What follows belongs to an exercise in optimizing a design on an open flow for small area; a production flow would make more cautious choices. Only simulation tests tie the RTL to the original design; equivalence was not proved. No activity file was given, so power comes from the tool's default toggle rates.

[flow/run.sh]
#!/bin/bash
# synth_recipe.tcl (not shown) runs the flow's synth.tcl, then flattens the netlist and writes it again
# the make line also repeats each setting of config.mk as NAME=value (left out here)
make -C /OpenROAD-flow-scripts/flow DESIGN_CONFIG=/design/flow/config.mk WORK_HOME=/design/flow/orfs CLKGATE_MAP_FILE= SYNTH_SCRIPT=/design/flow/synth_recipe.tcl finish
[flow/config.mk]
export PLATFORM = sky130hd
export DESIGN_NAME = pir_motion_event_detector_core
export DESIGN_NICKNAME = pir_motion_event_detector_core
export VERILOG_FILES = /design/flow/design.v
export SDC_FILE = /design/flow/constraint.sdc
export NUM_CORES = 4
export LEC_CHECK = 0
export CAP_MARGIN = 20
export CORE_MARGIN = 2
export CORE_UTILIZATION = 40
export SLEW_MARGIN = 20
[flow/constraint.sdc]
create_clock -name core_clock -period 7.5 [get_ports {clk}]
set_input_delay 1.5000 -clock core_clock [delete_from_list [all_inputs] [get_ports {clk}]]
set_output_delay 1.5000 -clock core_clock [all_outputs]
set_load 0.01 [all_outputs]
[flow/design.v]
package pmed_pkg;
  localparam int unsigned CodeWidth   = 2;
  localparam int unsigned PortTimeW   = 32;
  localparam int unsigned RegTimeW    = 24;
  localparam int unsigned SensorWidth = 8;
  localparam int unsigned CfgIdxWidth = 8;
  localparam int unsigned CfgDataW    = 24;
  typedef enum logic [CodeWidth-1:0] {
    EV_CALIBRATING = 2'd0,
    EV_ACTIVE      = 2'd1,
    EV_DETECTED    = 2'd2,
    EV_ENDED       = 2'd3
  } event_code_t;
  localparam logic [CfgIdxWidth-1:0] REG_CALIB_TIME = 8'd0;
  localparam logic [CfgIdxWidth-1:0] REG_PAUSE_TIME = 8'd1;
  localparam logic [CfgIdxWidth-1:0] REG_SENSOR_ID  = 8'd2;
  localparam logic [RegTimeW-1:0]    CALIB_RESET  = 24'd30000;
  localparam logic [RegTimeW-1:0]    PAUSE_RESET  = 24'd5000;
  localparam logic [SensorWidth-1:0] SENSOR_RESET = 8'd0;
  typedef struct packed {
    logic [RegTimeW-1:0]    calib_time;
    logic [RegTimeW-1:0]    pause_time;
    logic [SensorWidth-1:0] sensor_id;
  } cfg_t;
  typedef struct packed {
    logic                   emit;
    event_code_t            code;
    logic [PortTimeW-1:0]   event_time;
    logic [SensorWidth-1:0] sensor;
  } result_t;
endpackage
module pmed_cfg_regs (
  input  logic                             clk,
  input  logic                             rst,
  input  logic                             wr_en,
  input  logic [pmed_pkg::CfgIdxWidth-1:0] wr_index,
  input  logic [pmed_pkg::CfgDataW-1:0]    wr_data,
  output pmed_pkg::cfg_t                   cfg
);
  pmed_pkg::cfg_t regs;
  always_ff @(posedge clk) begin
    if (rst) begin
      regs.calib_time <= pmed_pkg::CALIB_RESET;
      regs.pause_time <= pmed_pkg::PAUSE_RESET;
      regs.sensor_id  <= pmed_pkg::SENSOR_RESET;
    end else if (wr_en) begin
      case (wr_index)
        pmed_pkg::REG_CALIB_TIME: regs.calib_time <= wr_data;
        pmed_pkg::REG_PAUSE_TIME: regs.pause_time <= wr_data;
        pmed_pkg::REG_SENSOR_ID:  regs.sensor_id  <= wr_data[pmed_pkg::SensorWidth-1:0];
        default: ;
      endcase
    end
  end
  assign cfg = regs;
endmodule
module pmed_event_logic (
  input  logic                           clk,
  input  logic                           rst,
  input  logic                           accept,
  input  logic                           take,
  input  logic                           motion_level,
  input  logic [pmed_pkg::PortTimeW-1:0] now_ms,
  input  pmed_pkg::cfg_t                 cfg,
  output logic                           out_valid,
  output logic [pmed_pkg::CodeWidth-1:0] out_code,
  output logic [pmed_pkg::PortTimeW-1:0] out_time
);
  localparam int unsigned TW = pmed_pkg::PortTimeW;
  logic          started;
  logic          calibrated;
  logic          armed;
  logic          low_pending;
  logic          just_calibrated;
  logic [TW-1:0] mark;
  logic [TW-1:0] diff;
  logic [pmed_pkg::RegTimeW-1:0] limit;
  logic          pass;
  logic          cal_done;
  logic          detected;
  logic          ended;
  logic          emit;
  logic [TW-1:0] duration;
  assign diff  = now_ms - mark;
  assign limit = calibrated ? cfg.pause_time : cfg.calib_time;
  assign pass  = (diff[TW-1:pmed_pkg::RegTimeW] != '0) ||
                 (diff[pmed_pkg::RegTimeW-1:0] > limit);
  assign cal_done = ~calibrated & started & pass;
  assign detected = calibrated & motion_level & armed;
  assign ended    = calibrated & ~motion_level & ~armed & ~low_pending & pass;
  assign emit     = ~calibrated | detected | ended;
  assign duration = now_ms - {{(TW-pmed_pkg::RegTimeW){1'b0}}, cfg.pause_time} - out_time;
  always_ff @(posedge clk) begin
    if (rst) begin
      started         <= 1'b0;
      calibrated      <= 1'b0;
      armed           <= 1'b1;
      low_pending     <= 1'b0;
      just_calibrated <= 1'b0;
    end else if (accept) begin
      started         <= 1'b1;
      just_calibrated <= cal_done;
      if (cal_done) calibrated <= 1'b1;
      if (calibrated) begin
        if (motion_level) begin
          low_pending <= 1'b1;
          if (armed) armed <= 1'b0;
        end else begin
          low_pending <= 1'b0;
          if (ended) armed <= 1'b1;
        end
      end
    end
  end
  always_ff @(posedge clk) begin
    if (accept & (~started | (calibrated & ~motion_level & low_pending))) begin
      mark <= now_ms;
    end
  end
  always_ff @(posedge clk) begin
    if (rst) begin
      out_valid <= 1'b0;
    end else if (accept) begin
      out_valid <= emit;
    end else if (take) begin
      out_valid <= 1'b0;
    end
  end
  always_ff @(posedge clk) begin
    if (accept & emit) begin
      out_time <= ended ? duration : now_ms;
    end
  end
  assign out_code = {calibrated & ~just_calibrated, calibrated & armed};
endmodule
module pir_motion_event_detector_core #(
  parameter int unsigned TIME_WIDTH = 32
) (
  input  logic                             clk,
  input  logic                             rst,
  input  logic                             s_tvalid,
  output logic                             s_tready,
  input  logic [39:0]                      s_tdata,   
  output logic                             m_tvalid,
  input  logic                             m_tready,
  output logic [39:0]                      m_tdata,   
  output logic [pmed_pkg::CodeWidth-1:0]   m_tuser,   
  input  logic                             cfg_valid,
  output logic                             cfg_ready,
  input  logic [pmed_pkg::CfgIdxWidth-1:0] cfg_index,
  input  logic [pmed_pkg::CfgDataW-1:0]    cfg_data
);
  pmed_pkg::cfg_t cfg;
  logic                           out_valid;
  logic [pmed_pkg::PortTimeW-1:0] out_time;
  logic [pmed_pkg::CodeWidth-1:0] out_code;
  assign cfg_ready = 1'b1;
  pmed_cfg_regs u_cfg (
    .clk      (clk),
    .rst      (rst),
    .wr_en    (cfg_valid),
    .wr_index (cfg_index),
    .wr_data  (cfg_data),
    .cfg      (cfg)
  );
  assign s_tready = ~out_valid | m_tready;
  pmed_event_logic u_logic (
    .clk          (clk),
    .rst          (rst),
    .accept       (s_tvalid & s_tready),
    .take         (m_tready),
    .motion_level (s_tdata[0]),
    .now_ms       (s_tdata[pmed_pkg::PortTimeW:1]),
    .cfg          (cfg),
    .out_valid    (out_valid),
    .out_code     (out_code),
    .out_time     (out_time)
  );
  assign m_tvalid = out_valid;
  assign m_tdata  = {cfg.sensor_id, out_time};
  assign m_tuser  = out_code;
endmodule
==> run summary, run 1 <==
* Status: timing/DRC/antenna clean
* Crit Path Max Fanout at 47
* Met3 Use GR at 3.00%
* Global route overflow at 0
* Async S/R FF share, synth at 0%
* Rel. slew slack at 34.0%
* Die area at 25,300 sq um
* Final Hold Viols at 0
* Worst slew pin tran at 985 ps
* Syn nets at 1,297
* Combinational Power Share at 29.0%
* GR Util met1 at 27.5%
* Leakage at 4.84 nW
* Post-DP HPWL at 18,400 um
* Num CTS Buffers at 17
* Core region area at 23,500 sq um
* Slowest CP cell: clkdlybuf4s50_1
* Worst Skew at 11.1 ps
* Crit. End Element: register
* Critical Path Max Stage Delay at 530 ps
* Initial core utilization at 40.8%
* Remaining DRCs at 0
* Post-synth top flop: edfxtp_1
* Final wirelength at 24,300 um
* Hold Crit Class: register to register
* Largest net degree at the start of global routing at 63
* Slew Viols, Final at 0
* GRT met2 Usage at 30.6%
* Yosys warns at 2
* Post_cts resized at 0
* CP bufs+invs at 3
* Data arrival, critical path at 6960 ps
* Wire per inst at 15.9 um
* Cells along the critical path: clkdlybuf4s50_1 > inv_1 > ha_1 > fa_1 > nor2b_1 > o31a_1 > o21a_1 > a211oi_4 > nor3_1 > nor2_1 > xnor2_1 > ha_1 > and4_1 > nand4_1 > nor3_1 > nand4_1 > a21oi_1 > o221ai_1 > nor4b_2 > a31o_2 > buf_12 > mux2_1
* Final min period at 6800 ps
* Initial DRT Pass Iterations at 5
* Htree depth at 4
* Maximum clock rate at 0.147 GHz
* Postcts setup bufs at 0
* Clock Power Share at 36.5%
* Endpoints failing setup at 0
* Internal at 1.55 mW
* First-pass GRT wire length at 39,100 um
* Switch share at 30.5%
* RSZ-0062 raised after global routing: no
* Area grow syn2layout at 20.9%
* Worst slack, placed at 358 ps
* Antenna Violating Nets Remaining at 0
* Row cnt at 56
* TritonCTS clock tree: done
* All-Layer GR Usage at 19.3%
* # clock sinks at 126
* Root buffer cell: clkbuf_16
* Worst setup SP type: primary input
* VDD IR-drop max at 0.000140 V
* Via count at 7,846
* Share of total power in sequential cells at 34.5%
* Maximum root-to-sink buffer count at 2
* Clock slew at reported path FFs at 50 ps
* Number of global-route vias before repair at 7,693
* Layer with the highest usage: met2
* Antenna cells at 0
* Util after Layout at 49.3%
* Pwr dens at 192 nW/um^2
* Nets at 1,392
* Data required time of the worst path at 7660 ps
* Number of hold buffers added after CTS at 0
* Cell family with most CP delay: simple AND/OR/NAND/NOR gates
* Synth Area per Inst at 8.73 sq um
* P_sw at 0.678 mW
* Layout cells sized above 1 at 4.89%
* IO Port Bufs at 113
* Post-synthesis sequential area ratio at 32.9%
* Initial drt markers at 575
* Worst skew pair latency at 420 ps
* Post-synth EDFFs at 64
* Seq cells post-synth at 126
* Setup TNS at 0 ps
* GPL Wtd Cong at 0.837
* Die height at 159 um
* Ports at 122
* CP Class: primary input to register
* Die Wd at 159 um
* Max cap viols at 0
* Synth unique cells at 70
* PnR worst setup slack at 699 ps
* Post-synthesis cell area at 9600 sq um
* Initial antenna violation count at 0
* Fin crit share at 90.7%
* Drt via density at 5.14
* Synth Instances at 1,100
flip-flops by register name, indices dropped and copies added (netlist names):
register                 count
u_cfg.regs                  56
u_logic.mark                32
u_logic.out_time            32
u_logic.armed                1
u_logic.calibrated           1
u_logic.just_calibrated      1
u_logic.low_pending          1
u_logic.out_valid            1
u_logic.started              1
worst register-to-register path: stages, from the launching register on:
cell and delay (ps):
edfxtp_1 410, inv_1 80, ha_1 210, nor2b_1 140, o2111a_1 260, o311ai_2 430
a211o_1 230, and2_1 180, nor2_1 50, nor2_1 160, o21ai_0 120, xor2_1 190
ha_1 290, and3_1 210, nand4_1 160, nor3_1 350, nand4_1 180, a21oi_1 280
o221ai_1 190, nor4b_2 310, a31o_2 240, buf_12 240, mux2_1 360
metal layers:
metal | vias to the layer above | routed length, um
li1 | 4014 | -
met1 | 3637 | 12100
met2 | 174 | 10500
met3 | 21 | 1240
met4 | 0 | 348
met5 | - | 0
path summary, 6_finish.rpt:
check                   from                    to  slack [ps]  cells after the start
max               s_tdata[1]  u_logic.out_time[29]         700                     22
min           u_cfg.regs[55]        u_cfg.regs[55]         450                      2
max reg2reg  u_logic.mark[1]  u_logic.out_time[29]        1970                     22
min reg2reg   u_cfg.regs[55]        u_cfg.regs[55]         450                      2
cell usage after synthesis (2+ instances only):
cell        n  area share [%]
xnor2_1    26             2.4
o21a_1      9            0.70
nor2_1     47             1.8
ha_1       95              12
nand2_1   172             6.7
a31o_2      3            0.27
o211ai_1    3            0.23
o21bai_1    8            0.63
clkbuf_1   28             1.1
a221o_1     2            0.21
o31a_1      4            0.36
edfxtp_1   64              20
nand3_1    15            0.78
nor3_1     13            0.68
a211o_1     6            0.55
dfxtp_1    62              13
nor4_1      4            0.26
a21boi_0    4            0.31
a31oi_1     5            0.33
inv_1     114             4.5
mux2_1      6            0.70
buf_4      14             1.1
nand3b_1    9            0.70
and4_1      2            0.18
a211oi_1    8            0.63
nand2b_1   12            0.78
a21oi_1   107             5.6
o21ai_0    57             3.0
mux2i_1    28             2.9
a311oi_1    2            0.18
o31ai_1     7            0.55
xor2_1     24             2.2
and2_1      8            0.52
nor2b_1    12            0.78
and3_1     14            0.91
or3_1       4            0.26
or2_2       2            0.13
nand4b_1    2            0.18
a21o_1     33             2.6
nand4_1     9            0.59
fa_1       25             5.2
a221oi_1    2            0.18
nor4b_1     2            0.18
through the flow:
step	cells	hold WS, ps	power, mW	area, sq um
final	1526	447	2.22	11600
after global routing	1526	467	2.35	11600
after CTS	1525	451	2.24	11600
after detailed placement	1494	444	1.42	11000
after global placement	1494	439	1.41	11000
after floorplan	1100	429	1.22	9600
layout make-up:
type	instances	area, sq um
flip-flops and latches	126	3160
well taps	319	399
clock inverters	8	76.3
inverters	114	428
multi-input cells	814	5800
repair buffers	122	1240
clock buffers	23	499
fillers	2289	11900
logic make-up (layout without fill, tap and decap cells):
group / Yosys count / after routing / share of synthesized area, %
AOI/OAI and AO/OA: 277 / 277 / 18.1
xor gates and xnor gates: 50 / 50 / 4.56
adders and majority gates: 120 / 120 / 17.6
buffers and inverters: 160 / 267 / 7.01
DFF: 126 / 126 / 32.9
muxes: 35 / 35 / 3.74
other: 1 / 1 / 0.0391
and+or+nand+nor: 331 / 331 / 16.0
power groups by stage:
stage	clock (mW)	sequential (mW)	combinational (mW)
global route	0.855	0.770	0.723
detailed placement	0	0.782	0.636
finish	0.812	0.767	0.645
global placement	0	0.781	0.630
CTS	0.827	0.767	0.641
floorplan	0	0.784	0.441
cell usage in the layout (no fill, tap or decap), types with 33 or more instances in the layout:
cell type / Yosys / routed
nand2_1: 172 / 172
inv_1: 114 / 114
clkdlybuf4s50_1: 0 / 112
a21oi_1: 107 / 105
ha_1: 95 / 95
edfxtp_1: 64 / 64
dfxtp_1: 62 / 62
o21ai_0: 57 / 57
nor2_1: 47 / 47
a21o_1: 33 / 33
==> run 2: changes to the inputs <==
--- a/flow/design.v
+++ b/flow/design.v
@@ -73,7 +73,6 @@
   logic          low_pending;
   logic          just_calibrated;
   logic [TW-1:0] mark;
-  logic [TW-1:0] diff;
   logic [pmed_pkg::RegTimeW-1:0] limit;
   logic          pass;
   logic          cal_done;
@@ -81,15 +80,39 @@
   logic          ended;
   logic          emit;
   logic [TW-1:0] duration;
-  assign diff  = now_ms - mark;
   assign limit = calibrated ? cfg.pause_time : cfg.calib_time;
-  assign pass  = (diff[TW-1:pmed_pkg::RegTimeW] != '0) ||
-                 (diff[pmed_pkg::RegTimeW-1:0] > limit);
+  always_comb begin
+    logic [TW-1:0] a, b, c, cs_s, cs_c;
+    logic          cy, below;
+    a    = mark;
+    b    = {{(TW-pmed_pkg::RegTimeW){1'b0}}, limit};
+    c    = ~now_ms;
+    cs_s = a ^ b ^ c;
+    cs_c = (a & b) | (a & c) | (b & c);
+    cy = cs_s[0];
+    for (int i = 1; i < TW; i++) begin
+      cy = (cs_s[i] & cs_c[i-1]) | (cy & (cs_s[i] | cs_c[i-1]));
+    end
+    below = 1'b0;
+    for (int i = 0; i < TW; i++) begin
+      below = (~now_ms[i] & mark[i]) | (below & ~(now_ms[i] & ~mark[i]));
+    end
+    pass = below ? ~(cs_c[TW-1] & cy) : ~(cs_c[TW-1] | cy);
+  end
   assign cal_done = ~calibrated & started & pass;
   assign detected = calibrated & motion_level & armed;
   assign ended    = calibrated & ~motion_level & ~armed & ~low_pending & pass;
   assign emit     = ~calibrated | detected | ended;
-  assign duration = now_ms - {{(TW-pmed_pkg::RegTimeW){1'b0}}, cfg.pause_time} - out_time;
+  always_comb begin
+    logic [TW-1:0] a, b, c, x, y;
+    logic [TW:0]   cy;
+    a = ~now_ms;
+    b = {{(TW-pmed_pkg::RegTimeW){1'b0}}, cfg.pause_time};
+    c = out_time;
+    x = a ^ b ^ c;
+    y = {(a[TW-2:0] & b[TW-2:0]) | (a[TW-2:0] & c[TW-2:0]) | (b[TW-2:0] & c[TW-2:0]), 1'b0};
+    duration = ~(x + y);
+  end
   always_ff @(posedge clk) begin
     if (rst) begin
       started         <= 1'b0;
==> flow/flow/run.sh (new file) <==
#!/bin/bash
set -euo pipefail
echo 'export BUFFER_PORTS_ARGS = -buffer_cell sky130_fd_sc_hd__buf_1' >> config.mk
bash standard.sh > standard_flow.log 2>&1
==> flow/standard.sh (new file) <==
#!/bin/bash
# synth_recipe.tcl (not shown) runs the flow's synth.tcl, then flattens the netlist and writes it again
# the make line also repeats each setting of config.mk as NAME=value (left out here)
make -C /OpenROAD-flow-scripts/flow DESIGN_CONFIG=/design/flow/config.mk WORK_HOME=/design/flow/orfs CLKGATE_MAP_FILE= SYNTH_SCRIPT=/design/flow/synth_recipe.tcl "${@:-finish}"
--- a/flow/config.mk
+++ b/flow/config.mk
@@ -9,3 +9,4 @@
 export CORE_MARGIN = 2
 export CORE_UTILIZATION = 40
 export SLEW_MARGIN = 20
+export BUFFER_PORTS_ARGS = -buffer_cell sky130_fd_sc_hd__buf_1
removed: flow/run.sh
==> run 2 against run 1 <==
  * Design area down 14%
  * Final cell count shrank 11%
  * Routed wire length fell by 11%
  * Register-to-register slack better by 750 ps
  * Worst setup slack better by 1500 ps
  * Combinational power shrank 31%
  * Clock power decreased by 2%
  * Sequential power hardly changed
  * Critical endpoint is now u_logic.out_time[31]
  * Largest cell class unchanged
  * Largest power group unchanged
==> run summary, run 2 <==
* Htree depth at 4 (unchanged)
* Cells taking the most area after synthesis: edfxtp_1 22%, dfxtp_1 14%, fa_1 11%, ha_1 7.5%, inv_1 6.3% (was edfxtp_1 20%, dfxtp_1 13%, ha_1 12%, nand2_1 6.7%, a21oi_1 5.6%)
* Number of hold buffers added after CTS at 0 (unchanged)
* Clock Power Share at 39.6% (was 36.5%)
* Clock slew at reported path FFs at 60 ps (was 50 ps)
* Core region area at 21,800 sq um (was 23,500 sq um)
* IO Port Bufs at 113 (unchanged)
* Yosys top cell area share at 21.8% (was 20.0%)
* Data required time of the worst path at 7680 ps (was 7660 ps)
* Crit Path Max Fanout at 5 (was 47)
* GPL Wtd Cong at 0.814 (was 0.837)
* Top cells by count, synth: 147 x inv_1, 121 x nand2_1, 87 x a21oi_1, 74 x nor2_1, 64 x edfxtp_1 (was 172 x nand2_1, 114 x inv_1, 107 x a21oi_1, 95 x ha_1, 64 x edfxtp_1)
* Postcts setup bufs at 0 (unchanged)
* Most numerous cell in the Yosys netlist: inv_1 (was nand2_1)
* Fin crit share at 70.8% (was 90.7%)
* Worst setup SP type: primary input (unchanged)
* Worst Skew at 9.86 ps (was 11.1 ps)
* Remaining DRCs at 0 (unchanged)
* Critical Path Max Stage Delay at 550 ps (was 530 ps)
* Top reg by flops: u_cfg.regs (unchanged)
* Initial DRT Pass Iterations at 7 (was 5)
* Synth unique cells at 67 (was 70)
* Slew Viols, Final at 0 (unchanged)
* Maximum clock rate at 0.188 GHz (was 0.147 GHz)
* Number of global-route vias before repair at 6,767 (was 7,693)
* Post_cts resized at 0 (unchanged)
* Pwr dens at 200 nW/um^2 (was 192 nW/um^2)
* Final min period at 5310 ps (was 6800 ps)
* Area leader, netlist: edfxtp_1 (unchanged)
* Final Hold Viols at 0 (unchanged)
* Internal at 1.37 mW (was 1.55 mW)
* Antenna Violating Nets Remaining at 0 (unchanged)
* Post-synth top flop: edfxtp_1 (unchanged)
* Combinational Power Share at 22.1% (was 29.0%)
* Setup TNS at 0 ps (unchanged)
* Antenna cells at 0 (unchanged)
* Yosys warns at 2 (unchanged)
* Fin cells at 1,355 (was 1,526)
* Biggest regs: u_cfg.regs: 56 flops, u_logic.mark: 32 flops, u_logic.out_time: 32 flops (unchanged)
* Most frequent cells in the layout: 147 x inv_1, 121 x nand2_1, 112 x buf_1 (was 172 x nand2_1, 114 x inv_1, 112 x clkdlybuf4s50_1)
* Global route overflow at 0 (unchanged)
* Die Wd at 153 um (was 159 um)
* Synth Area per Inst at 9.18 sq um (was 8.73 sq um)
* Seq cells post-synth at 126 (unchanged)
* Worst slew pin tran at 1030 ps (was 985 ps)
* Rel. slew slack at 31.0% (was 34.0%)
* Async S/R FF share, synth at 0% (unchanged)
* Final wirelength at 21,600 um (was 24,300 um)
* Root buffer cell: clkbuf_16 (unchanged)
* Row cnt at 54 (was 56)
* Hold Crit Class: register to register (unchanged)
* Cells along the critical path: buf_1 > fa_1 > inv_1 > ha_1 > fa_1 > a21oi_2 > nor2_1 > o311a_1 > o41a_1 > a2111oi_4 > nor4_2 > o31ai_4 > a21oi_2 > o211a_1 > xnor2_1 (was clkdlybuf4s50_1 > inv_1 > ha_1 > fa_1 > nor2b_1 > o31a_1 > o21a_1 > a211oi_4 > nor3_1 > nor2_1 > xnor2_1 > ha_1 > and4_1 > nand4_1 > nor3_1 > nand4_1 > a21oi_1 > o221ai_1 > nor4b_2 > a31o_2 > buf_12 > mux2_1)
* Maximum root-to-sink buffer count at 2 (unchanged)
* VDD IR-drop max at 0.000151 V (was 0.000140 V)
* Ports at 122 (unchanged)
* Crit. End Element: register (unchanged)
* Max cap viols at 0 (unchanged)
* Post-DP HPWL at 16,100 um (was 18,400 um)
* Largest net degree at the start of global routing at 63 (unchanged)
* Via count at 6,870 (was 7,846)
* Max reg flops at 56 (unchanged)
* Post-synthesis cell area at 8820 sq um (was 9600 sq um)
* Worst skew pair latency at 420 ps (about the same)
* Commonest non-fill, non-tap cell in the layout: inv_1 (was nand2_1)
* Area grow syn2layout at 13.7% (was 20.9%)
* Nets at 1,241 (was 1,392)
* Initial antenna violation count at 0 (unchanged)
* Share of total power in sequential cells at 38.3% (was 34.5%)
* Switch share at 31.6% (was 30.5%)
* Syn nets at 1,140 (was 1,297)
* Die height at 153 um (was 159 um)
* Data arrival, critical path at 5490 ps (was 6960 ps)
* Synth Instances at 961 (was 1,100)
* Layout cells sized above 1 at 5.12% (was 4.89%)
* Post-synthesis sequential area ratio at 35.8% (was 32.9%)
* CP Class: primary input to register (unchanged)
* RSZ-0062 raised after global routing: no (unchanged)
* Initial drt markers at 461 (was 575)
* Post-synth EDFFs at 64 (unchanged)
* P_sw at 0.633 mW (was 0.678 mW)
* Initial core utilization at 40.6% (was 40.8%)
* Drt via density at 5.07 (was 5.14)
* All-Layer GR Usage at 19.0% (was 19.3%)
* # clock sinks at 126 (unchanged)
* Status: timing/DRC/antenna clean (unchanged)
* TritonCTS clock tree: done (unchanged)
* Num CTS Buffers at 17 (unchanged)
* Die area at 23,300 sq um (was 25,300 sq um)
* Slowest CP cell: fa_1 (was clkdlybuf4s50_1)
* First-pass GRT wire length at 35,400 um (was 39,100 um)
* Placed Cells at 1,323 (was 1,494)
* Wire per inst at 15.9 um (about the same)
* Leakage at 4.19 nW (was 4.84 nW)
* Endpoints failing setup at 0 (unchanged)
run 2: cell types whose count changed after synthesis, sizes merged, moves of 13 or more:
cell / before / now
o21ai: 59 / 24
a21oi: 109 / 90
nor2: 47 / 74
fa: 25 / 49
ha: 95 / 53
nand2: 172 / 121
inv: 114 / 147
nand3: 15 / 2
maj3: 0 / 13
xor2: 24 / 5
a21o: 33 / 12
run 2: layer usage:
layer	global-route usage [%]	wire length, um	up-vias
li1	-	-	3470
met1	27.8	10700	3206
met2	28.9	9510	179
met3	3.81	1170	15
met4	4.81	222	0
met5	0	0	-
run 2: critical path: cells and delay by family:
| family | cells | cell delay [ps] |
|---|---|---|
| buffers and inverters | 2 | 190 |
| adder cells (fa/ha/maj) | 3 | 1200 |
| AND/OR/NAND/NOR | 2 | 230 |
| XOR/XNOR | 1 | 120 |
| AO/OA/AOI/OAI | 7 | 2260 |
run 2: per-stage QoR:
step	cell area, sq um	setup slack [ps]	hold slack [ps]	utilization [%]	power [mW]
detailed placement	9490	1770	449	43.6	1.22
global route	10000	2010	472	46.1	2.11
CTS	10000	2200	458	46.1	2.02
floorplan	8820	1920	432	-	1.10
global placement	9490	1770	444	43.6	1.22
finish	10000	2190	453	46.1	2.00
run 2: layout make-up:
type	count	area (sq um)
Tap cell	280	350
Clock buffer	17	425
Inverter	147	552
Fill cell	2150	11700
Sequential cell	126	3160
Multi-Input combinational cell	651	4950
Timing Repair Buffer	119	470
Clock inverter	15	125
run 2: worst paths after layout:
check                                   startpoint                    to  slack, ps  cells past startpoint
worst min register to register      u_cfg.regs[47]        u_cfg.regs[47]        450                      2
worst min-delay path                u_cfg.regs[47]        u_cfg.regs[47]        450                      2
worst max register to register  u_logic.calibrated  u_logic.out_time[13]       2720                     13
worst max-delay path                    s_tdata[2]  u_logic.out_time[31]       2190                     15
run 2: kinds of logic (layout without fill, tap and decap cells):
group                      after synthesis  in the layout  synth area share (%)
adders and majority gates              115            115                  20.1
buffers and inverters                  184            298                  8.32
muxes                                   35             35                  4.03
and+or+nand+nor                        264            264                  13.5
other                                    1              1                0.0425
AOI/OAI and AO/OA                      209            209                  15.5
xor gates and xnor gates                27             27                  2.68
DFF                                    126            126                  35.8
run 2: power by group through the flow:
stage	clock (mW)	combinational (mW)	sequential, mW
3_3_place_gp	0	0.436	0.781
4_1_cts	0.808	0.446	0.767
2_1_floorplan	0	0.314	0.785
5_1_grt	0.835	0.503	0.770
6_report	0.794	0.443	0.767
3_5_place_dp	0	0.442	0.782
==> run 3: changes to the inputs <==
==> flow/run.sh (new file) <==
#!/bin/bash
# synth_recipe.tcl (not shown) runs the flow's synth.tcl, then flattens the netlist and writes it again
# the make line also repeats each setting of config.mk as NAME=value (left out here)
make -C /OpenROAD-flow-scripts/flow DESIGN_CONFIG=/design/flow/config.mk WORK_HOME=/design/flow/orfs CLKGATE_MAP_FILE= SYNTH_SCRIPT=/design/flow/synth_recipe.tcl finish
--- a/flow/config.mk
+++ b/flow/config.mk
@@ -9,4 +9,3 @@
 export CORE_MARGIN = 2
 export CORE_UTILIZATION = 40
 export SLEW_MARGIN = 20
-export BUFFER_PORTS_ARGS = -buffer_cell sky130_fd_sc_hd__buf_1
removed: flow/flow/run.sh
removed: flow/standard.sh
==> run 3 against run 2 <==
  * Via count hardly changed
  * Clock power up 4.9%
  * Worst setup slack worse by 440 ps
  * Area after synthesis unchanged
  * Die area did not move
  * First-iteration DRC count is 6.5% lower
  * Utilization is 3.4 points higher
  * Sequential share of layout area decreased by 2.2 points
  * Non-clock buffer count fell by 1
  * Critical endpoint is now u_logic.out_time[13]
  * Highest routed layer unchanged
==> run summary, run 3 <==
* Status: timing/DRC/antenna clean (unchanged)
* Leakage at 4.50 nW (was 4.19 nW)
* Die Wd at 153 um (unchanged)
* Via count at 6,864 (was 6,870)
* Layout cells sized above 1 at 5.21% (was 5.12%)
* Pwr Total at 2.08 mW (was 2.00 mW)
* Top sig layer: met4 (unchanged)
* Die area at 23,300 sq um (unchanged)
* Area leader, netlist: edfxtp_1 (unchanged)
* Pwr dens at 193 nW/um^2 (was 200 nW/um^2)
* Area of the multi-input gates at 4950 sq um (about the same)
* Top cells by count, synth: 147 x inv_1, 121 x nand2_1, 87 x a21oi_1, 74 x nor2_1, 64 x edfxtp_1 (unchanged)
* Worst Skew at 13.2 ps (was 9.86 ps)
* Data arrival, critical path at 5840 ps (was 5490 ps)
* Antenna Violating Nets Remaining at 0 (unchanged)
* Maximum root-to-sink buffer count at 2 (unchanged)
* Data required time of the worst path at 7590 ps (was 7680 ps)
* IO Port Bufs at 113 (unchanged)
* Final wirelength at 21,600 um (about the same)
* Rel. slew slack at 25.5% (was 31.0%)
* Row cnt at 54 (unchanged)
* CP Class: primary input to register (unchanged)
* Endpoints failing setup at 0 (unchanged)
* Commonest non-fill, non-tap cell in the layout: inv_1 (unchanged)
* Top reg by flops: u_cfg.regs (unchanged)
* Synth Instances at 961 (unchanged)
* Most frequent cells in the layout: 147 x inv_1, 121 x nand2_1, 112 x clkdlybuf4s50_1 (was 147 x inv_1, 121 x nand2_1, 112 x buf_1)
* Post_cts resized at 0 (unchanged)
* VDD IR-drop max at 0.000142 V (was 0.000151 V)
* Final min period at 5750 ps (was 5310 ps)
* Initial core utilization at 40.6% (unchanged)
* Maximum clock rate at 0.174 GHz (was 0.188 GHz)
* Worst slew pin tran at 1120 ps (was 1030 ps)
* Drt via density at 5.07 (about the same)
* Nets at 1,240 (was 1,241)
* Final Instance Area at 10,800 sq um (was 10,000 sq um)
* Global route overflow at 0 (unchanged)
* Final Hold Viols at 0 (unchanged)
* Number of global-route vias before repair at 6,766 (was 6,767)
* All-Layer GR Usage at 19.3% (was 19.0%)
* TritonCTS clock tree: done (unchanged)
* Max reg flops at 56 (unchanged)
* Routed wl met3 at 982 um (was 1170 um)
* Post-synth top flop: edfxtp_1 (unchanged)
* Wire per inst at 16.0 um (was 15.9 um)
* Crit. End Element: register (unchanged)
* Cells taking the most area after synthesis: edfxtp_1 22%, dfxtp_1 14%, fa_1 11%, ha_1 7.5%, inv_1 6.3% (unchanged)
* M1 WL at 11,100 um (was 10,700 um)
* Seq cells post-synth at 126 (unchanged)
* FF+latch area at 3160 sq um (unchanged)
* Area grow syn2layout at 22.1% (was 13.7%)
* Final Hold Slack at 454 ps (was 453 ps)
* Worst skew pair latency at 430 ps (was 420 ps)
* Biggest regs: u_cfg.regs: 56 flops, u_logic.mark: 32 flops, u_logic.out_time: 32 flops (unchanged)
* Max cap viols at 0 (unchanged)
* Initial antenna violation count at 0 (unchanged)
* GPL Wtd Cong at 0.811 (was 0.814)
* Die height at 153 um (unchanged)
* Worst setup SP type: primary input (unchanged)
* Yosys top cell area share at 21.8% (unchanged)
* Async S/R FF share, synth at 0% (unchanged)
* Htree depth at 4 (unchanged)
* Root buffer cell: clkbuf_16 (unchanged)
* Postcts setup bufs at 0 (unchanged)
* Placed inst area at 10,200 sq um (was 9490 sq um)
* Core region area at 21,800 sq um (unchanged)
* Remaining DRCs at 0 (unchanged)
* Antenna cells at 0 (unchanged)
* # clock sinks at 126 (unchanged)
* Syn nets at 1,140 (unchanged)
* Initial DRT Pass Iterations at 5 (was 7)
* Most numerous cell in the Yosys netlist: inv_1 (unchanged)
* Hold Crit Class: register to register (unchanged)
* RSZ-0062 raised after global routing: no (unchanged)
* Fin crit share at 76.6% (was 70.8%)
* Crit Path Max Fanout at 21 (was 5)
* Synth unique cells at 67 (unchanged)
* Ports at 122 (unchanged)
* First-pass GRT wire length at 35,800 um (was 35,400 um)
* Initial drt markers at 431 (was 461)
* Setup TNS at 0 ps (unchanged)
* Post-synthesis cell area at 8820 sq um (unchanged)
* Clock slew at reported path FFs at 70 ps (was 60 ps)
* Largest net degree at the start of global routing at 63 (unchanged)
* Util after Layout at 49.5% (was 46.1%)
* Filler instances at 2,074 (was 2,150)
* Post-DP HPWL at 16,200 um (was 16,100 um)
* Number of hold buffers added after CTS at 0 (unchanged)
* Post-synth EDFFs at 64 (unchanged)
* Yosys warns at 2 (unchanged)
* Post-synthesis sequential area ratio at 35.8% (unchanged)
* Routed wl met2 at 9260 um (was 9510 um)
* Slew Viols, Final at 0 (unchanged)
* Num CTS Buffers at 17 (unchanged)
* Synth Area per Inst at 9.18 sq um (unchanged)
run 3: cell type report:
type / count / area share [%]
clock buffers: 17 / 3.95
clock inverters: 15 / 1.56
inverters: 147 / 5.12
multi-input cells: 651 / 46.0
flip-flops and latches: 126 / 29.4
well taps: 280 / 3.25
repair buffers: 118 / 10.8
run 3: stage by stage:
stage	cells	setup slack (ps)
after floorplan	961	1920
after global placement	1322	1300
after detailed placement	1322	1260
after CTS	1354	1700
after global routing	1354	1370
final	1354	1750
run 3: kinds of logic after synthesis:
kind of cell             count (synthesis)  synth area share [%]
flip-flops                             126                  35.8
multiplexers                            35                  4.03
AO/OA/AOI/OAI                          209                  15.5
buffers and inverters                  184                  8.32
other                                    1                0.0425
adder cells (fa/ha/maj)                115                  20.1
AND/OR/NAND/NOR                        264                  13.5
XOR/XNOR                                27                  2.68
run 3: worst paths after layout:
kind                                    startpoint                    to  slack [ps]  cells past startpoint
worst max-delay path                    s_tdata[2]  u_logic.out_time[13]        1750                     14
worst min register to register      u_cfg.regs[32]        u_cfg.regs[32]         450                      2
worst min-delay path                u_cfg.regs[32]        u_cfg.regs[32]         450                      2
worst max register to register  u_logic.calibrated  u_logic.out_time[13]        2020                     14
run 3: layer usage:
metal / track usage (%) / vias to the layer above
li1: - / 3462
met1: 28.7 / 3239
met2: 28.8 / 146
met3: 4.07 / 17
met4: 4.32 / 0
met5: 0 / -
run 3: power breakdown:
group	internal [mW]	total (mW)	switching, mW
combinational	0.222	0.480	0.259
sequential	0.753	0.769	0.0153
clock	0.449	0.833	0.385
run 3: critical path, stage by stage:
cell and delay (ps):
clkdlybuf4s50_1 580, inv_1 90, fa_1 460, o21bai_1 160, a22oi_1 170, o221ai_1 200, a211oi_1 250, o21ai_0 170
a211oi_1 310, o211ai_1 280, a21oi_4 620, nor2_1 180, nor2_4 410, buf_4 400
==> run 4: changes to the inputs <==
--- a/flow/config.mk
+++ b/flow/config.mk
@@ -8,4 +8,7 @@
 export CAP_MARGIN = 20
 export CORE_MARGIN = 2
 export CORE_UTILIZATION = 40
+export CTS_BUF_LIST = sky130_fd_sc_hd__clkbuf_8
+export CTS_CLUSTER_DIAMETER = 100
+export CTS_CLUSTER_SIZE = 30
 export SLEW_MARGIN = 20
==> run 4 against run 3 <==
  * Non-clock buffer count unchanged
  * Critical path depth unchanged
  * Worst hold slack better by 3.6 ps
  * Clock-buffer cell count unchanged
  * First-iteration DRC count down 4.2%
  * Sequential power about the same
==> run summary, run 4 <==
* Final wirelength at 21,500 um (was 21,600 um)
* Max cap viols at 0 (unchanged)
* RSZ-0062 raised after global routing: no (unchanged)
* Pwr dens at 175 nW/um^2 (was 193 nW/um^2)
* Hold_sp: u_cfg.regs[32] (unchanged)
* IO Port Bufs at 113 (unchanged)
* Reg-to-reg startpoint: u_logic.calibrated (unchanged)
* Num CTS Buffers at 17 (unchanged)
* Post-synth EDFFs at 64 (unchanged)
* Data required time of the worst path at 7620 ps (was 7590 ps)
* Number of global-route vias before repair at 6,729 (was 6,766)
* Async S/R FF share, synth at 0% (unchanged)
* Post_cts resized at 0 (unchanged)
* Rel. slew slack at 27.6% (was 25.5%)
* Worst skew pair latency at 460 ps (was 430 ps)
* Final min period at 5700 ps (was 5750 ps)
* Leakage at 4.42 nW (was 4.50 nW)
* Crit Path Max Fanout at 21 (unchanged)
* Worst setup SP type: primary input (unchanged)
* Antenna cells at 0 (unchanged)
* Die Wd at 153 um (unchanged)
* GPL Wtd Cong at 0.811 (unchanged)
* Worst Skew at 19.4 ps (was 13.2 ps)
* Fin cells at 1,354 (unchanged)
* R2R cell count at 14 (unchanged)
* Maximum root-to-sink buffer count at 2 (unchanged)
* TritonCTS clock tree: done (unchanged)
* CP bufs+invs at 3 (unchanged)
* Slew Viols, Final at 0 (unchanged)
* Status: timing/DRC/antenna clean (unchanged)
* Wire per inst at 15.9 um (was 16.0 um)
* Endpoints failing setup at 0 (unchanged)
* Slowest CP cell: a21oi_4 (unchanged)
* Placed Cells at 1,322 (unchanged)
* Synth Instances at 961 (unchanged)
* Initial antenna violation count at 0 (unchanged)
* Worst slew pin tran at 1090 ps (was 1120 ps)
* Worst reg2reg setup slack at 2020 ps (about the same)
* Post-DP HPWL at 16,200 um (unchanged)
* Yosys top cell area share at 21.8% (unchanged)
* Final Hold Viols at 0 (unchanged)
* Initial drt markers at 413 (was 431)
* Area leader, netlist: edfxtp_1 (unchanged)
* Yosys warns at 2 (unchanged)
* Global route overflow at 0 (unchanged)
* Area grow syn2layout at 19.9% (was 22.1%)
* Nets at 1,240 (unchanged)
* Most frequent cells in the layout: 147 x inv_1, 121 x nand2_1, 112 x clkdlybuf4s50_1 (unchanged)
* Data arrival, critical path at 5820 ps (was 5840 ps)
* Core region area at 21,800 sq um (unchanged)
* Setup TNS at 0 ps (unchanged)
* Maximum clock rate at 0.175 GHz (was 0.174 GHz)
* R2R Path End: u_logic.out_time[13] (unchanged)
* Filler instances at 2,101 (was 2,074)
* Layout cells sized above 1 at 5.21% (unchanged)
* Number of hold buffers added after CTS at 0 (unchanged)
* Post-synthesis sequential area ratio at 35.8% (unchanged)
* Commonest non-fill, non-tap cell in the layout: inv_1 (unchanged)
* Synth unique cells at 67 (unchanged)
* Syn nets at 1,140 (unchanged)
* Hold Crit Class: register to register (unchanged)
* Cells along the critical path: clkdlybuf4s50_1 > inv_1 > fa_1 > o21bai_1 > a22oi_1 > o221ai_1 > a211oi_1 > o21ai_0 > a211oi_1 > o211ai_1 > a21oi_4 > nor2_1 > nor2_4 > buf_4 (unchanged)
* Max reg flops at 56 (unchanged)
* Largest net degree at the start of global routing at 63 (unchanged)
* Synth Area per Inst at 9.18 sq um (unchanged)
* Hold EP: u_cfg.regs[32] (unchanged)
* Critical Path Max Stage Delay at 620 ps (about the same)
* All-Layer GR Usage at 19.1% (was 19.3%)
* Clock slew at reported path FFs at 100 ps (was 70 ps)
* Initial core utilization at 40.6% (unchanged)
* Root buffer cell: clkbuf_8 (was clkbuf_16)
* Postcts setup bufs at 0 (unchanged)
* Cells taking the most area after synthesis: edfxtp_1 22%, dfxtp_1 14%, fa_1 11%, ha_1 7.5%, inv_1 6.3% (unchanged)
* CP Class: primary input to register (unchanged)
* Via count at 6,873 (was 6,864)
* Hold-critical path depth at 2 (unchanged)
* Top reg by flops: u_cfg.regs (unchanged)
* Htree depth at 4 (unchanged)
* # clock sinks at 126 (unchanged)
* Crit. End Element: register (unchanged)
* CP dominant cell by count: a211oi_1 (unchanged)
* Post-synth top flop: edfxtp_1 (unchanged)
* Most numerous cell in the Yosys netlist: inv_1 (unchanged)
* Fin crit share at 76.0% (was 76.6%)
* Ports at 122 (unchanged)
* Antenna Violating Nets Remaining at 0 (unchanged)
* Biggest regs: u_cfg.regs: 56 flops, u_logic.mark: 32 flops, u_logic.out_time: 32 flops (unchanged)
* Remaining DRCs at 0 (unchanged)
* Initial DRT Pass Iterations at 5 (unchanged)
* Post-synthesis cell area at 8820 sq um (unchanged)
* Die area at 23,300 sq um (unchanged)
* VDD IR-drop max at 0.000120 V (was 0.000142 V)
* Seq cells post-synth at 126 (unchanged)
* First-pass GRT wire length at 35,500 um (was 35,800 um)
* Top cells by count, synth: 147 x inv_1, 121 x nand2_1, 87 x a21oi_1, 74 x nor2_1, 64 x edfxtp_1 (unchanged)
* Cell family with most CP delay: compound AO/OA/AOI/OAI gates (unchanged)
* Row cnt at 54 (unchanged)
* Die height at 153 um (unchanged)
* Drt via density at 5.08 (was 5.07)
-- run 4: worst reg2reg max path, stage by stage, from the launching register on --
cell	delay, ps
dfxtp_1	1020
buf_4	380
mux2i_1	330
fa_1	510
o31ai_1	250
nand2_1	90
maj3_1	360
maj3_1	370
o21ai_0	270
a211oi_1	150
o211ai_1	490
a21oi_4	290
nor2_1	270
nor2_4	140
buf_4	260
-- run 4: cell type report --
class | instances | area [sq um] | area share (%)
Multi-Input combinational cell | 651 | 4950 | 46.8
Sequential cell | 126 | 3160 | 29.9
Timing Repair Buffer | 118 | 1160 | 11.0
Inverter | 147 | 552 | 5.21
Tap cell | 280 | 350 | 3.31
Clock buffer | 17 | 234 | 2.21
Clock inverter | 15 | 168 | 1.58
-- run 4: logic make-up after synthesis --
kind of cell,after synthesis,synth area share [%]
adders and majority gates,115,20.1
xor gates and xnor gates,27,2.68
buffers and inverters,184,8.32
DFF,126,35.8
and+or+nand+nor,264,13.5
AOI/OAI and AO/OA,209,15.5
muxes,35,4.03
other,1,0.0425
-- run 4: through the flow --
stage / power, mW / util (%) / setup slack [ps] / hold slack (ps) / cell area (sq um)
floorplan: 1.10 / - / 1920 / 432 / 8820
finish: 1.86 / 48.6 / 1800 / 458 / 10600
global route: 1.96 / 48.6 / 1420 / 476 / 10600
CTS: 1.87 / 48.6 / 1740 / 459 / 10600
global placement: 1.26 / 46.8 / 1300 / 442 / 10200
detailed placement: 1.26 / 46.8 / 1260 / 445 / 10200
-- run 4: metal layers --
| layer | part of all wire (%) | routed length, um | vias up | GRT usage [%] |
|---|---|---|---|---|
| li1 | - | - | 3467 | - |
| met1 | 52 | 11100 | 3250 | 28.6 |
| met2 | 43 | 9260 | 142 | 28.8 |
| met3 | 4.5 | 973 | 14 | 3.78 |
| met4 | 0.91 | 197 | 0 | 4.01 |
| met5 | 0 | 0 | - | 0 |
-- run 4: worst max path at each step --
stage,start,end,depth (start not counted)
after floorplan,s_tdata[28],u_logic.out_time[0],13
after CTS,s_tdata[28],u_logic.out_time[13],14
final,s_tdata[2],u_logic.out_time[13],14
after global routing,s_tdata[2],u_logic.out_time[13],14
after detailed placement,s_tdata[28],u_logic.out_time[31],14
after global placement,s_tdata[28],u_logic.out_time[29],14
-- run 4: report_power, final --
| part | total [mW] | leakage, nW | internal, mW | switching [mW] |
|---|---|---|---|---|
| combinational | 0.479 | 3.10 | 0.221 | 0.258 |
| sequential | 0.768 | 1.11 | 0.753 | 0.0153 |
| clock | 0.609 | 0.202 | 0.254 | 0.355 |
| total | 1.86 | 4.42 | 1.23 | 0.628 |

re-timing with driven ports:
Ports are ideal in the flow. The routed layouts listed here were re-timed in OpenROAD.
Step 1, drivers: a clkbuf_16 drives clk and a buf_2 each remaining input, both assumed.
Step 2 times the ports against the registers' clock, not the clock port: input delays grow and output delays shrink by t, the midpoint of the rising clock arrivals with the driver on.
a / b / c = ideal ports / drivers / drivers and shift; a / b = the first two.
run	t (ns)	setup slack, ns	worst hold slack (ns)	clock arrival spread, ns	worst register clock-pin slew, ns
run 1	0.462	0.699 / 0.724 / 0.263	0.447 / 0.447 / 0.447	0.011 / 0.011	0.06 / 0.06
run 2	0.463	2.193 / 2.211 / 1.749	0.453 / 0.453 / 0.453	0.010 / 0.009	0.07 / 0.07
run 3	0.472	1.754 / 1.778 / 1.307	0.454 / 0.454 / 0.454	0.014 / 0.013	0.07 / 0.07
run 4	0.497	1.800 / 1.822 / 1.324	0.458 / 0.458 / 0.458	0.019 / 0.019	0.10 / 0.10
After both steps setup and hold are still met in every run listed. The setup slack of run 4, which loses most, moves by +0.022 ns with the drivers and by -0.476 ns with both steps.
